This is an optimization exercise on Yosys and OpenROAD, whose aim is small area, not a production implementation. The RTL was checked by simulation tests, not by an equivalence proof against the original design. No activity file was given, so power comes from the tool's default toggle rates.

## instr_mem
module instr_mem (
  input  logic        clk,
  input  logic        rst_n,
  input  logic [15:0] pc,
  output logic [15:0] instruction,
  output logic        addr_fault,
  input  logic        we,
  input  logic [15:0] waddr,
  input  logic [15:0] wdata
);
  localparam int unsigned DEPTH  = 64;
  localparam int unsigned DATA_W = instr_mem_pkg::DATA_W;
  localparam int unsigned IMG_N  = instr_mem_pkg::DEFAULT_PROGRAM_LEN;
  logic [DEPTH*DATA_W-1:0] mem_q;    
  logic [DEPTH*DATA_W-1:0] mem_d;
  logic [DEPTH-1:0]        written_q;  
  logic             w_en;
  logic [5:0]       wa_n;
  logic [7:0]       w_lo;      
  logic [7:0]       w_hi;      
  logic [DEPTH-1:0] w_sel;     
  logic [DEPTH-1:0] w_hold;    
  logic [DEPTH-1:0] written_d;
  assign w_en = we && (waddr[15:7] == 9'd0);
  for (genvar i = 0; i < DEPTH; i++) begin : g_word
    instr_mem_wsel #(.W(DATA_W)) u_wsel (
      .sel (w_sel[i]),
      .hold(w_hold[i]),
      .wd  (wdata),
      .q   (mem_q[i*DATA_W +: DATA_W]),
      .d   (mem_d[i*DATA_W +: DATA_W])
    );
  end
  always_ff @(posedge clk) begin
    mem_q <= mem_d;
  end
  always_ff @(posedge clk or negedge rst_n) begin
    if (!rst_n) written_q <= '0;
    else        written_q <= written_d;
  end
  ...
For scale: roughly 2900 cells after synthesis, ~68 I/O pins.
==> flow/config.mk <==
export PLATFORM = sky130hd
export DESIGN_NAME = instr_mem
export DESIGN_NICKNAME = instr_mem
export VERILOG_FILES = /design/flow/design.v
export SDC_FILE = /design/flow/constraint.sdc
export NUM_CORES = 4
export LEC_CHECK = 0
export CAP_MARGIN = 5
export CORE_MARGIN = 2
export CORE_UTILIZATION = 55
export PLACE_DENSITY = 0.75
export SETUP_SLACK_MARGIN = 0.5
export SLEW_MARGIN = 5
export SYNTH_HIERARCHICAL = 1
==> flow/constraint.sdc <==
create_clock -name core_clock -period 6.0 [get_ports {clk}]
set_input_delay 1.2000 -clock core_clock [delete_from_list [all_inputs] [get_ports {clk}]]
set_output_delay 1.2000 -clock core_clock [all_outputs]
set_load 0.01 [all_outputs]
standard.sh (not shown) runs the stock make flow with config.mk's settings and CLKGATE_MAP_FILE= SYNTH_SCRIPT=/design/flow/synth_recipe.tcl, a recipe that flattens the netlist after the stock synthesis.
==> flow/flow/run.sh <==
#!/bin/bash
# Layout flow: the standard synthesis unchanged, then the standard ORFS
# steps, with the buffers and upsized gates that ABC leaves dropped before
# floorplanning (the resizer adds back what timing, slew and load need),
# plain buffers on the ports, and larger clock-tree sink clusters.
set -euo pipefail
W=$(pwd)
F=$W/flow
bash standard.sh synth > $W/synth.log 2>&1
bash standard.sh \
  PRE_FLOORPLAN_TCL=$F/pre_floorplan.tcl \
  REMOVE_ABC_BUFFERS=1 \
  GPL_TIMING_DRIVEN=0 \
  "BUFFER_PORTS_ARGS=-buffer_cell sky130_fd_sc_hd__buf_2" \
  "CTS_ARGS=-sink_clustering_enable -repair_clock_nets -dont_use_dummy_load -buf_list sky130_fd_sc_hd__clkbuf_4 -sink_clustering_size 10 -sink_clustering_max_diameter 40" \
  finish > $W/layout.log 2>&1
==> flow/flow/pre_floorplan.tcl <==
# Drop ABC's buffers and set every combinational gate to the smallest-area
# drive strength of its cell (the strongest of equal-area ones); later repair
# steps size up what timing, slew and load need.
remove_buffers
set dont_use $::env(DONT_USE_CELLS)
set best [dict create]
foreach lc [get_lib_cells *] {
  set name [get_name $lc]
  if {![regexp {^(sky130_fd_sc_hd__[a-z0-9]+)_([0-9]+)$} $name -> fam drv]} { continue }
  if {[lsearch $dont_use $name] >= 0} { continue }
  set area [get_property $lc area]
  if {![dict exists $best $fam]} {
    dict set best $fam [list $name $area $drv]
  } else {
    lassign [dict get $best $fam] bn ba bd
    if {$area < $ba - 1e-6 || ($area < $ba + 1e-6 && $drv > $bd)} {
      dict set best $fam [list $name $area $drv]
    }
  }
}
set n 0
foreach inst [get_cells *] {
  set master [get_property $inst ref_name]
  if {![regexp {^(sky130_fd_sc_hd__([a-z0-9]+))_([0-9]+)$} $master -> fam base drv]} { continue }
  if {[regexp {^(df|sdf|edf|dl|conb|tap|fill|decap)} $base]} { continue }
  if {![dict exists $best $fam]} { continue }
  set target [lindex [dict get $best $fam] 0]
  if {$target ne $master} {
    replace_cell $inst $target
    incr n
  }
}
puts "pre_floorplan: resized $n instances"
The baseline ran to the end with no violations.
Next try:
Settings changed: CORE_UTILIZATION 55 to 50, PLACE_DENSITY 0.75 to unset.
=>
- The changed run completed with no timing, DRC or antenna violations
- non-clock buffer count fell by 3
- sequential cell count is unchanged
- total power barely changes
- cell area is about the same
- via count fell by about 3%
- die area rose by about 10%
Next try:
Settings changed: CORE_UTILIZATION 50 to 45, PLACE_DENSITY set to 0.7.
The new run finished with timing, DRC and antenna clean.
Setup slack improved by 68 ps.
Core utilization shrinks by 5.6 points.
Total power shrinks slightly.
Global-route usage shrinks by 5.0 points.
Register-to-register slack barely changes.
Final area grows slightly.
Non-clock buffer count grows by 4.
Wire length shrinks by a few percent.
Next try:
--- a/flow/flow/run.sh
+++ b/flow/flow/run.sh
@@ -12,4 +12,5 @@
   REMOVE_ABC_BUFFERS=1 \
   GPL_TIMING_DRIVEN=0 \
+  RECOVER_POWER=100 \
   "BUFFER_PORTS_ARGS=-buffer_cell sky130_fd_sc_hd__buf_2" \
   "CTS_ARGS=-sink_clustering_enable -repair_clock_nets -dont_use_dummy_load -buf_list sky130_fd_sc_hd__clkbuf_4 -sink_clustering_size 10 -sink_clustering_max_diameter 40" \
Settings changed: CORE_UTILIZATION 45 to 50, PLACE_DENSITY 0.7 to unset.
=> This time the run ran to the end with violations: capacitance limit, slew limit; synthesized cell count stays the same; utilization rose by 5.5 points; critical path depth stays the same; clock-buffer cell count rose by 8; area after synthesis is unchanged; die area fell by about 10%; power rose by 0.66%; via count rose by 2.2%.

-- separate check: timing with driven ports --
The flow's constraints put no driver on any port. The routed layouts listed below were extracted and timed again, unchanged, in two steps. Step 1 assumes that a clkbuf_16 drives the clock port and a buf_2 every other input. Step 2 times the ports against the registers' clock, not the clock port: input delays grow and output delays shrink by t, the midpoint of the rising clock arrivals with the driver on. a / b / c = ideal / step 1 / step 2; a / b = the first two.
run | t, ns | setup WS [ns] | clock arrival spread, ns | worst slew at a driven data input, ns
the first run | 1.022 | 0.330 / 0.298 / 0.298 | 0.152 / 0.153 | 0.05
the second run | 1.065 | 0.293 / 0.263 / 0.263 | 0.094 / 0.094 | 0.11
the third run | 1.043 | 0.361 / 0.324 / 0.324 | 0.085 / 0.086 | 0.13
the fourth run | 1.047 | 0.157 / 0.133 / 0.133 | 0.098 / 0.098 | 0.11
For the third run, which loses most, drivers alone change the setup slack by -0.037 ns; drivers and shift together by -0.037 ns.
